Source: an optimization exercise on an open RTL-to-GDS flow (aim: small area). Production flows keep margins and buffers that such runs may drop. Function was checked by simulation only, so behaviour that the tests miss may differ from the original. Power and IR drop assume default switching activity.

==> run B: inputs <==
==> flow/design.v <==
`timescale 1ns/10ps
package tcp_pkg;
    localparam int SEQ_W = 32;
    localparam int LEN_W = 16;
    localparam int FLAGS_W = 8;
    localparam int FLAG_ACK = 4;
    localparam int FLAG_PSH = 3;
    localparam int PKT_FLOWID_W = 8;
    typedef struct packed {
        logic [SEQ_W-1:0]   seq_num;
        logic [SEQ_W-1:0]   ack_num;
        logic [FLAGS_W-1:0] flags;
        logic [LEN_W-1:0]   payload_len;
    } tcp_hdr_t;
    typedef struct packed {
        logic [PKT_FLOWID_W-1:0] flowid;
        tcp_hdr_t                hdr;
    } send_pkt_t;
endpackage
`timescale 1ns/10ps
module tcp_engine (
     input  logic           clk
    ,input  logic           reset
    ,input  logic           rx_hdr_val
    ,input  logic   [1:0]   rx_hdr_flowid
    ,input  logic   [31:0]  rx_hdr_seq
    ,input  logic   [31:0]  rx_hdr_ack
    ,input  logic   [7:0]   rx_hdr_flags
    ,input  logic   [15:0]  rx_hdr_len
    ,output logic           rx_hdr_rdy
    ,output logic           rx_dst_val
    ,output logic   [1:0]   rx_dst_flowid
    ,output logic           rx_dst_accept
    ,output logic   [15:0]  rx_dst_len
    ,input  logic           rx_dst_rdy
    ,input  logic           app_tx_tail_wr_val
    ,input  logic   [1:0]   app_tx_tail_wr_flowid
    ,input  logic   [31:0]  app_tx_tail_wr_data
    ,input  logic           conn_init_val
    ,input  logic   [1:0]   conn_init_flowid
    ,input  logic   [31:0]  conn_init_snd_isn
    ,input  logic   [31:0]  conn_init_rcv_isn
    ,output logic           tx_pkt_val
    ,output logic   [1:0]   tx_pkt_flowid
    ,output logic   [31:0]  tx_pkt_seq
    ,output logic   [31:0]  tx_pkt_ack
    ,output logic   [7:0]   tx_pkt_flags
    ,output logic   [15:0]  tx_pkt_len
    ,input  logic           tx_pkt_rdy
);
    logic [31:0] rcv_nxt  [4];
    logic [31:0] snd_nxt  [4];
    logic [31:0] snd_tail [4];
    logic [7:0]  una_off  [4];    
    logic        proc;
    logic        ack_val;
    logic        dst_val;
    logic [31:0] ra_r;       
    logic [31:0] rb_r;       
    logic [15:0] rlen_r;
    logic [1:0]  rfid_r;
    logic        rackf_r;
    logic        racc_r;
    logic        rx_idle;
    logic [31:0] r_rcv, r_nxt;
    logic [7:0]  r_off;
    logic        in_order;
    logic [31:0] rcv_upd;
    logic [31:0] ack_dist;
    logic        ack_ok;
    assign rx_idle    = ~(proc | ack_val | dst_val);
    assign rx_hdr_rdy = rx_idle;
    assign r_rcv = rcv_nxt[rfid_r];
    assign r_nxt = snd_nxt[rfid_r];
    assign r_off = una_off[rfid_r];
    assign in_order = (rb_r == r_rcv) && (rlen_r != 16'd0);
    assign rcv_upd  = r_rcv + (in_order ? {16'd0, rlen_r} : 32'd0);
    assign ack_dist = r_nxt - ra_r;
    assign ack_ok   = rackf_r && (ack_dist[31:8] == 24'd0) && (ack_dist[7:0] < r_off);
    logic        t_send;
    logic        t_settle;
    logic        t_idle;
    logic [1:0]  tfid_r;
    logic [31:0] tseq_r;
    logic [31:0] tack_r;
    logic [6:0]  tlen_r;
    logic [1:0]  last_r;
    logic        grant_val;
    logic [1:0]  grant_fid;
    logic [1:0]  idx;
    logic [3:0]  sendable;
    logic [1:0]  t_fid;
    logic [31:0] t_nxt, t_rcv, t_tail;
    logic [7:0]  t_off;
    logic [31:0] remain;
    logic [7:0]  win_left;
    logic [6:0]  seg_len;
    logic        take;
    logic [31:0] nxt_new;
    logic [7:0]  off_new;
    assign t_idle = ~(t_send | t_settle);
    always_comb begin
        for (int i = 0; i < 4; i++)
            sendable[i] = (snd_nxt[i] != snd_tail[i]) && !una_off[i][7];
    end
    always_comb begin
        grant_val = 1'b0;
        grant_fid = 2'd0;
        idx       = 2'd0;
        for (int i = 1; i <= 4; i++) begin
            idx = last_r + 2'(i);
            if (!grant_val && sendable[idx]) begin
                grant_val = 1'b1;
                grant_fid = idx;
            end
        end
    end
    assign t_fid  = t_idle ? grant_fid : tfid_r;
    assign t_nxt  = snd_nxt[t_fid];
    assign t_rcv  = rcv_nxt[t_fid];
    assign t_tail = snd_tail[t_fid];
    assign t_off  = una_off[t_fid];
    assign remain   = t_tail - t_nxt;
    assign win_left = 8'd128 - t_off;
    always_comb begin
        logic [7:0] m;
        m = (remain[31:6] == 26'd0) ? {2'b00, remain[5:0]} : 8'd64;
        if (win_left < m) m = win_left;
        seg_len = m[6:0];
    end
    logic prio_r, lock_r, sel_r;
    logic sel_free, sel;
    logic ack_rdy;
    assign sel_free   = (ack_val && t_send) ? prio_r : t_send;
    assign sel        = lock_r ? sel_r : sel_free;
    assign tx_pkt_val = sel ? t_send : ack_val;
    assign ack_rdy    = tx_pkt_rdy && !sel;
    assign take       = t_send && tx_pkt_rdy && sel;
    assign tx_pkt_flowid = sel ? tfid_r : rfid_r;
    assign tx_pkt_seq    = sel ? tseq_r : ra_r;
    assign tx_pkt_ack    = sel ? tack_r : rb_r;
    assign tx_pkt_flags  = {3'b000, 1'b1, sel, 3'b000};
    assign tx_pkt_len    = sel ? {9'd0, tlen_r} : 16'd0;
    assign rx_dst_val    = dst_val;
    assign rx_dst_flowid = rfid_r;
    assign rx_dst_accept = racc_r;
    assign rx_dst_len    = rlen_r;
    always_ff @(posedge clk) begin
        if (reset) begin
            prio_r <= 1'b0;
            lock_r <= 1'b0;
            sel_r  <= 1'b0;
        end else begin
            lock_r <= tx_pkt_val && !tx_pkt_rdy;
            sel_r  <= sel;
            if (tx_pkt_val && tx_pkt_rdy) prio_r <= ~sel;
        end
    end
    always_ff @(posedge clk) begin
        if (reset) begin
            proc     <= 1'b0;
            ack_val  <= 1'b0;
            dst_val  <= 1'b0;
            t_send   <= 1'b0;
            t_settle <= 1'b0;
            last_r   <= 2'd3;
        end else begin
            proc <= rx_idle && rx_hdr_val;
            if (proc) begin
                ack_val <= (rlen_r != 16'd0);
                dst_val <= 1'b1;
            end else begin
                if (ack_rdy)    ack_val <= 1'b0;
                if (rx_dst_rdy) dst_val <= 1'b0;
            end
            t_send   <= (t_idle && grant_val) || (t_send && !take);
            t_settle <= take;
            if (t_idle && grant_val) last_r <= grant_fid;
        end
    end
    always_ff @(posedge clk) begin
        if (rx_idle) begin
            ra_r    <= rx_hdr_ack;
            rb_r    <= rx_hdr_seq;
            rlen_r  <= rx_hdr_len;
            rfid_r  <= rx_hdr_flowid;
            rackf_r <= rx_hdr_flags[4];
        end else if (proc) begin
            ra_r    <= r_nxt;
            rb_r    <= rcv_upd;
            racc_r  <= in_order;
        end
    end
    always_ff @(posedge clk) begin
        if (t_idle) begin
            tfid_r <= grant_fid;
            tseq_r <= t_nxt;
            tack_r <= t_rcv;
            tlen_r <= seg_len;
        end
    end
    logic [31:0] snd_isn, rcv_isn;
    logic        ua_same;
    assign snd_isn = reset ? 32'd0 : conn_init_snd_isn;
    assign rcv_isn = reset ? 32'd0 : conn_init_rcv_isn;
    assign nxt_new = t_nxt + {25'd0, tlen_r};
    assign ua_same = proc && ack_ok && (rfid_r == tfid_r);
    assign off_new = (ua_same ? ack_dist[7:0] : t_off) + {1'b0, tlen_r};
    logic [3:0] s_ini, s_rcv, s_nxt, s_tail, s_una;
    always_comb begin
        for (int i = 0; i < 4; i++) begin
            s_ini[i]  = reset || (conn_init_val && conn_init_flowid == 2'(i));
            s_rcv[i]  = !s_ini[i] && proc && in_order && rfid_r == 2'(i);
            s_nxt[i]  = !s_ini[i] && take && tfid_r == 2'(i);
            s_tail[i] = !s_ini[i] && app_tx_tail_wr_val && app_tx_tail_wr_flowid == 2'(i);
            s_una[i]  = !s_ini[i] && !s_nxt[i] && proc && ack_ok && rfid_r == 2'(i);
        end
    end
    always_ff @(posedge clk) begin
        for (int i = 0; i < 4; i++) begin
            rcv_nxt[i]  <= ({32{s_ini[i]}} & rcv_isn) | ({32{s_rcv[i]}} & rcv_upd)
                         | ({32{!(s_ini[i] || s_rcv[i])}} & rcv_nxt[i]);
            snd_nxt[i]  <= ({32{s_ini[i]}} & snd_isn) | ({32{s_nxt[i]}} & nxt_new)
                         | ({32{!(s_ini[i] || s_nxt[i])}} & snd_nxt[i]);
            snd_tail[i] <= ({32{s_ini[i]}} & snd_isn) | ({32{s_tail[i]}} & app_tx_tail_wr_data)
                         | ({32{!(s_ini[i] || s_tail[i])}} & snd_tail[i]);
            una_off[i]  <= ({8{s_nxt[i]}} & off_new) | ({8{s_una[i]}} & ack_dist[7:0])
                         | ({8{!(s_ini[i] || s_nxt[i] || s_una[i])}} & una_off[i]);
        end
    end
endmodule
==> flow/run.sh <==
#!/bin/bash
# synth_recipe.tcl (not shown) runs the flow's synth.tcl, then flattens the netlist and writes it again
# the make line also repeats each setting of config.mk as NAME=value (left out here)
make -C /OpenROAD-flow-scripts/flow DESIGN_CONFIG=/design/flow/config.mk WORK_HOME=/design/flow/orfs CLKGATE_MAP_FILE= SYNTH_SCRIPT=/design/flow/synth_recipe.tcl finish
==> flow/config.mk <==
export PLATFORM = sky130hd
export DESIGN_NAME = tcp_engine
export DESIGN_NICKNAME = tcp_engine
export VERILOG_FILES = /design/flow/design.v
export SDC_FILE = /design/flow/constraint.sdc
export NUM_CORES = 4
export LEC_CHECK = 0
export ABC_AREA = 1
export CAP_MARGIN = 35
export CORE_MARGIN = 2
export CORE_UTILIZATION = 40
export SLEW_MARGIN = 35
==> flow/constraint.sdc <==
create_clock -name core_clock -period 15.0 [get_ports {clk}]
set_input_delay 3.0000 -clock core_clock [delete_from_list [all_inputs] [get_ports {clk}]]
set_output_delay 3.0000 -clock core_clock [all_outputs]
set_load 0.01 [all_outputs]
==> run H: changes against run B <==
==> flow/design.v, changed modules only <==
module tcp_engine (
     input  logic           clk
    ,input  logic           reset
    ,input  logic           rx_hdr_val
    ,input  logic   [1:0]   rx_hdr_flowid
    ,input  logic   [31:0]  rx_hdr_seq
    ,input  logic   [31:0]  rx_hdr_ack
    ,input  logic   [7:0]   rx_hdr_flags
    ,input  logic   [15:0]  rx_hdr_len
    ,output logic           rx_hdr_rdy
    ,output logic           rx_dst_val
    ,output logic   [1:0]   rx_dst_flowid
    ,output logic           rx_dst_accept
    ,output logic   [15:0]  rx_dst_len
    ,input  logic           rx_dst_rdy
    ,input  logic           app_tx_tail_wr_val
    ,input  logic   [1:0]   app_tx_tail_wr_flowid
    ,input  logic   [31:0]  app_tx_tail_wr_data
    ,input  logic           conn_init_val
    ,input  logic   [1:0]   conn_init_flowid
    ,input  logic   [31:0]  conn_init_snd_isn
    ,input  logic   [31:0]  conn_init_rcv_isn
    ,output logic           tx_pkt_val
    ,output logic   [1:0]   tx_pkt_flowid
    ,output logic   [31:0]  tx_pkt_seq
    ,output logic   [31:0]  tx_pkt_ack
    ,output logic   [7:0]   tx_pkt_flags
    ,output logic   [15:0]  tx_pkt_len
    ,input  logic           tx_pkt_rdy
);
    function automatic logic [31:0] add32(input logic [31:0] a, input logic [31:0] b);
        logic c;
        c = 1'b0;
        for (int i = 0; i < 32; i++) begin
            add32[i] = a[i] ^ b[i] ^ c;
            c = (a[i] & b[i]) | (a[i] & c) | (b[i] & c);
        end
    endfunction
    function automatic logic [31:0] sub32(input logic [31:0] a, input logic [31:0] b);
        logic c;
        c = 1'b1;
        for (int i = 0; i < 32; i++) begin
            sub32[i] = a[i] ^ ~b[i] ^ c;
            c = (a[i] & ~b[i]) | (a[i] & c) | (~b[i] & c);
        end
    endfunction
    function automatic logic [7:0] add8(input logic [7:0] a, input logic [7:0] b);
        logic c;
        c = 1'b0;
        for (int i = 0; i < 8; i++) begin
            add8[i] = a[i] ^ b[i] ^ c;
            c = (a[i] & b[i]) | (a[i] & c) | (b[i] & c);
        end
    endfunction
    function automatic logic diff_zero(input logic [31:0] a, input logic [31:0] b,
                                       input logic bin, input int n);
        logic ok;
        ok = ((a[0] ^ b[0]) == bin);
        for (int i = 1; i < 32; i++)
            if (i < n) ok = ok & (~(a[i] ^ b[i]) == (a[i-1] | ~b[i-1]));
        diff_zero = ok;
    endfunction
    function automatic logic lt8(input logic [7:0] a, input logic [7:0] b);
        logic c;
        c = 1'b1;
        for (int i = 0; i < 8; i++)
            c = (a[i] & ~b[i]) | (a[i] & c) | (~b[i] & c);
        lt8 = ~c;
    endfunction
    logic [31:0] rcv_nxt  [4];
    logic [31:0] snd_nxt  [4];
    logic [31:0] snd_tail [4];
    logic [7:0]  una_off  [4];    
    logic [31:0] rcv_nxt_n  [4];
    logic [31:0] snd_nxt_n  [4];
    logic [31:0] snd_tail_n [4];
    logic [7:0]  una_off_n  [4];
    always_comb for (int i = 0; i < 4; i++) begin
        rcv_nxt[i] = ~rcv_nxt_n[i]; snd_nxt[i] = ~snd_nxt_n[i]; snd_tail[i] = ~snd_tail_n[i]; una_off[i] = ~una_off_n[i];
    end
    logic        proc;
    logic        ack_val;
    logic        dst_val;
    logic [31:0] ra_r;       
    logic [31:0] rb_r;       
    logic [15:0] rlen_r;
    logic [1:0]  rfid_r;
    logic        rackf_r;
    logic        racc_r;
    logic        rx_idle;
    logic [31:0] r_rcv, r_nxt;
    logic [7:0]  r_off;
    logic        in_order;
    logic [31:0] rcv_upd;
    logic [31:0] ack_dist;
    logic        ack_ok;
    logic        ack_hi0;
    logic        rem_hi0;
    assign rx_idle    = ~(proc | ack_val | dst_val);
    assign rx_hdr_rdy = rx_idle;
    assign r_rcv = rcv_nxt[rfid_r];
    assign r_nxt = snd_nxt[rfid_r];
    assign r_off = una_off[rfid_r];
    assign in_order = (rb_r == r_rcv) && (rlen_r != 16'd0);
    assign rcv_upd  = add32(r_rcv, {16'd0, in_order ? rlen_r : 16'd0});
    assign ack_dist = sub32(r_nxt, ra_r);
    assign ack_hi0  = diff_zero({8'd0, r_nxt[31:8]}, {8'd0, ra_r[31:8]}, lt8(r_nxt[7:0], ra_r[7:0]), 24);
    assign ack_ok   = rackf_r && ack_hi0 && lt8(ack_dist[7:0], r_off);
    logic        t_send;
    logic        t_settle;
    logic        t_idle;
    logic [1:0]  tfid_r;
    logic [31:0] tseq_r;
    logic [31:0] tack_r;
    logic [6:0]  tlen_r;
    logic [1:0]  last_r;
    logic        grant_val;
    logic [1:0]  grant_fid;
    logic [1:0]  idx;
    logic [3:0]  sendable;
    logic [1:0]  t_fid;
    logic [31:0] t_nxt, t_rcv, t_tail;
    logic [7:0]  t_off;
    logic [31:0] remain;
    logic [7:0]  win_left;
    logic [6:0]  seg_len;
    logic        take;
    logic [31:0] nxt_new;
    logic [7:0]  off_new;
    assign t_idle = ~(t_send | t_settle);
    always_comb begin
        for (int i = 0; i < 4; i++)
            sendable[i] = (snd_nxt[i] != snd_tail[i]) && !una_off[i][7];
    end
    always_comb begin
        grant_val = 1'b0;
        grant_fid = 2'd0;
        idx       = 2'd0;
        for (int i = 1; i <= 4; i++) begin
            idx = last_r + 2'(i);
            if (!grant_val && sendable[idx]) begin
                grant_val = 1'b1;
                grant_fid = idx;
            end
        end
    end
    assign t_fid  = t_idle ? grant_fid : tfid_r;
    assign t_nxt  = snd_nxt[t_fid];
    assign t_rcv  = rcv_nxt[t_fid];
    assign t_tail = snd_tail[t_fid];
    assign t_off  = una_off[t_fid];
    assign remain   = sub32(t_tail, t_nxt);
    assign rem_hi0  = diff_zero({6'd0, t_tail[31:6]}, {6'd0, t_nxt[31:6]}, lt8({2'b0, t_tail[5:0]}, {2'b0, t_nxt[5:0]}), 26);
    assign win_left = add8(~t_off, 8'd129);
    always_comb begin
        logic [7:0] m;
        m = rem_hi0 ? {2'b00, remain[5:0]} : 8'd64;
        if (lt8(win_left, m)) m = win_left;
        seg_len = m[6:0];
    end
    logic prio_r, lock_r, sel_r;
    logic sel_free, sel;
    logic ack_rdy;
    assign sel_free   = (ack_val && t_send) ? prio_r : t_send;
    assign sel        = lock_r ? sel_r : sel_free;
    assign tx_pkt_val = sel ? t_send : ack_val;
    assign ack_rdy    = tx_pkt_rdy && !sel;
    assign take       = t_send && tx_pkt_rdy && sel;
    assign tx_pkt_flowid = sel ? tfid_r : rfid_r;
    assign tx_pkt_seq    = sel ? tseq_r : ra_r;
    assign tx_pkt_ack    = sel ? tack_r : rb_r;
    assign tx_pkt_flags  = {3'b000, 1'b1, sel, 3'b000};
    assign tx_pkt_len    = sel ? {9'd0, tlen_r} : 16'd0;
    assign rx_dst_val    = dst_val;
    assign rx_dst_flowid = rfid_r;
    assign rx_dst_accept = racc_r;
    assign rx_dst_len    = rlen_r;
    always_ff @(posedge clk) begin
        if (reset) begin
            prio_r <= 1'b0;
            lock_r <= 1'b0;
            sel_r  <= 1'b0;
        end else begin
            lock_r <= tx_pkt_val && !tx_pkt_rdy;
            sel_r  <= sel;
            if (tx_pkt_val && tx_pkt_rdy) prio_r <= ~sel;
        end
    end
    always_ff @(posedge clk) begin
        if (reset) begin
            proc     <= 1'b0;
            ack_val  <= 1'b0;
            dst_val  <= 1'b0;
            t_send   <= 1'b0;
            t_settle <= 1'b0;
            last_r   <= 2'd3;
        end else begin
            proc <= rx_idle && rx_hdr_val;
            if (proc) begin
                ack_val <= (rlen_r != 16'd0);
                dst_val <= 1'b1;
            end else begin
                if (ack_rdy)    ack_val <= 1'b0;
                if (rx_dst_rdy) dst_val <= 1'b0;
            end
            t_send   <= (t_idle && grant_val) || (t_send && !take);
            t_settle <= take;
            if (t_idle && grant_val) last_r <= grant_fid;
        end
    end
    always_ff @(posedge clk) begin
        if (rx_idle) begin
            ra_r    <= rx_hdr_ack;
            rb_r    <= rx_hdr_seq;
            rlen_r  <= rx_hdr_len;
            rfid_r  <= rx_hdr_flowid;
            rackf_r <= rx_hdr_flags[4];
        end else if (proc) begin
            ra_r    <= r_nxt;
            rb_r    <= rcv_upd;
            racc_r  <= in_order;
        end
    end
    always_ff @(posedge clk) begin
        if (t_idle) begin
            tfid_r <= grant_fid;
            tseq_r <= t_nxt;
            tack_r <= t_rcv;
            tlen_r <= seg_len;
        end
    end
    logic [31:0] snd_isn, rcv_isn;
    logic        ua_same;
    assign snd_isn = reset ? 32'd0 : conn_init_snd_isn;
    assign rcv_isn = reset ? 32'd0 : conn_init_rcv_isn;
    assign nxt_new = add32(t_nxt, {25'd0, tlen_r});
    assign ua_same = proc && ack_ok && (rfid_r == tfid_r);
    assign off_new = ua_same ? add8(ack_dist[7:0], {1'b0, tlen_r}) : add8(t_off, {1'b0, tlen_r});
    logic [3:0] s_ini, s_rcv, s_nxt, s_tail, s_una;
    always_comb begin
        for (int i = 0; i < 4; i++) begin
            s_ini[i]  = reset || (conn_init_val && conn_init_flowid == 2'(i));
            s_rcv[i]  = !s_ini[i] && proc && in_order && rfid_r == 2'(i);
            s_nxt[i]  = !s_ini[i] && take && tfid_r == 2'(i);
            s_tail[i] = !s_ini[i] && app_tx_tail_wr_val && app_tx_tail_wr_flowid == 2'(i);
            s_una[i]  = !s_ini[i] && !s_nxt[i] && proc && ack_ok && rfid_r == 2'(i);
        end
    end
    always_ff @(posedge clk) begin
        for (int i = 0; i < 4; i++) begin
            rcv_nxt_n[i]  <= ~(({32{s_ini[i]}} & rcv_isn) | ({32{s_rcv[i]}} & rcv_upd)
                         | ({32{!(s_ini[i] || s_rcv[i])}} & rcv_nxt[i]));
            snd_nxt_n[i]  <= ~(({32{s_ini[i]}} & snd_isn) | ({32{s_nxt[i]}} & nxt_new)
                         | ({32{!(s_ini[i] || s_nxt[i])}} & snd_nxt[i]));
            snd_tail_n[i] <= ~(({32{s_ini[i]}} & snd_isn) | ({32{s_tail[i]}} & app_tx_tail_wr_data)
                         | ({32{!(s_ini[i] || s_tail[i])}} & snd_tail[i]));
            una_off_n[i]  <= ~(({8{s_nxt[i]}} & off_new) | ({8{s_una[i]}} & ack_dist[7:0])
                         | ({8{!(s_ini[i] || s_nxt[i] || s_una[i])}} & una_off[i]));
        end
    end
endmodule
==> flow/flow/run.sh (new file) <==
#!/bin/bash
# Layout flow: the standard ORFS flow (standard.sh, standard synthesis
# unchanged), with two changes to how the layout is made:
#  - ports are buffered with the smallest buffer (buf_1) instead of the
#    default clkdlybuf4s50_1;
#  - the clock tree is built without dummy loads, with clkbuf_16 buffers
#    on clusters of at most 20 sinks within 60 um.
# make's full output goes to standard.log; ORFS writes each step's log under
# orfs/logs/.
set -euo pipefail
export BUFFER_PORTS_ARGS="-buffer_cell sky130_fd_sc_hd__buf_1"
export CTS_ARGS="-sink_clustering_enable -repair_clock_nets -dont_use_dummy_load -buf_list sky130_fd_sc_hd__clkbuf_16 -sink_clustering_size 20 -sink_clustering_max_diameter 60"
bash standard.sh > standard.log 2>&1
==> flow/standard.sh (new file) <==
#!/bin/bash
# synth_recipe.tcl (not shown) runs the flow's synth.tcl, then flattens the netlist and writes it again
# the make line also repeats each setting of config.mk as NAME=value (left out here)
make -C /OpenROAD-flow-scripts/flow DESIGN_CONFIG=/design/flow/config.mk WORK_HOME=/design/flow/orfs CLKGATE_MAP_FILE= SYNTH_SCRIPT=/design/flow/synth_recipe.tcl "${@:-finish}"
- CAP_MARGIN: 35 -> 20
- CORE_UTILIZATION: 40 -> 60
- SLEW_MARGIN: 35 -> 20
removed: flow/run.sh
==> summary of the runs <==
Of run H and run B, run B has the higher count of clock-buffer cells in the layout (gap 65).
In run H the die area is smaller than in run B, by about 40%.
Final cell count: run B is higher than run H (about 30%).
Against run H, the worst setup slack of run B is higher by 4.4 ns.
Clock power: run H is smaller than run B (38%).
Of run H and run B, run B has the higher register-to-register slack (gap 4.4 ns).
Via count: run H is lower than run B (about 13%).
In run H the sequential share of layout area is higher than in run B, by 6.5 points.
Worst hold slack: run B is worse than run H (0.0034 ns).
Of run H and run B, run B has the higher synthesized cell count (gap 18%, measured against run B).

[separate check: timing with driven ports]
The results above use ideal ports. As a check the final layouts listed here were re-extracted and re-timed, cells and wires unchanged.
Step 1, drivers: a clkbuf_16 drives clk and a buf_2 each remaining input, both assumed.
Step 2 adds t to the input delays and takes it off the output delays; t is the mean of the earliest and latest rising clock arrival at the registers after step 1. Input paths then give back, and output paths get back, about the clock's delay inside the block.
a / b / c = ideal / step 1 / step 2; a / b = the first two.
run | t (ns) | setup WS [ns] | clock arrival spread, ns | slew at the worst register clock pin (ns) | pins driven straight from the clock port
run B | 0.706 | 5.387 / 5.387 / 5.387 | 0.038 / 0.038 | 0.08 / 0.08 | 1
run H | 0.665 | 0.988 / 0.988 / 0.988 | 0.048 / 0.048 | 0.09 / 0.09 | 1
After both steps setup and hold are still met in every run listed.
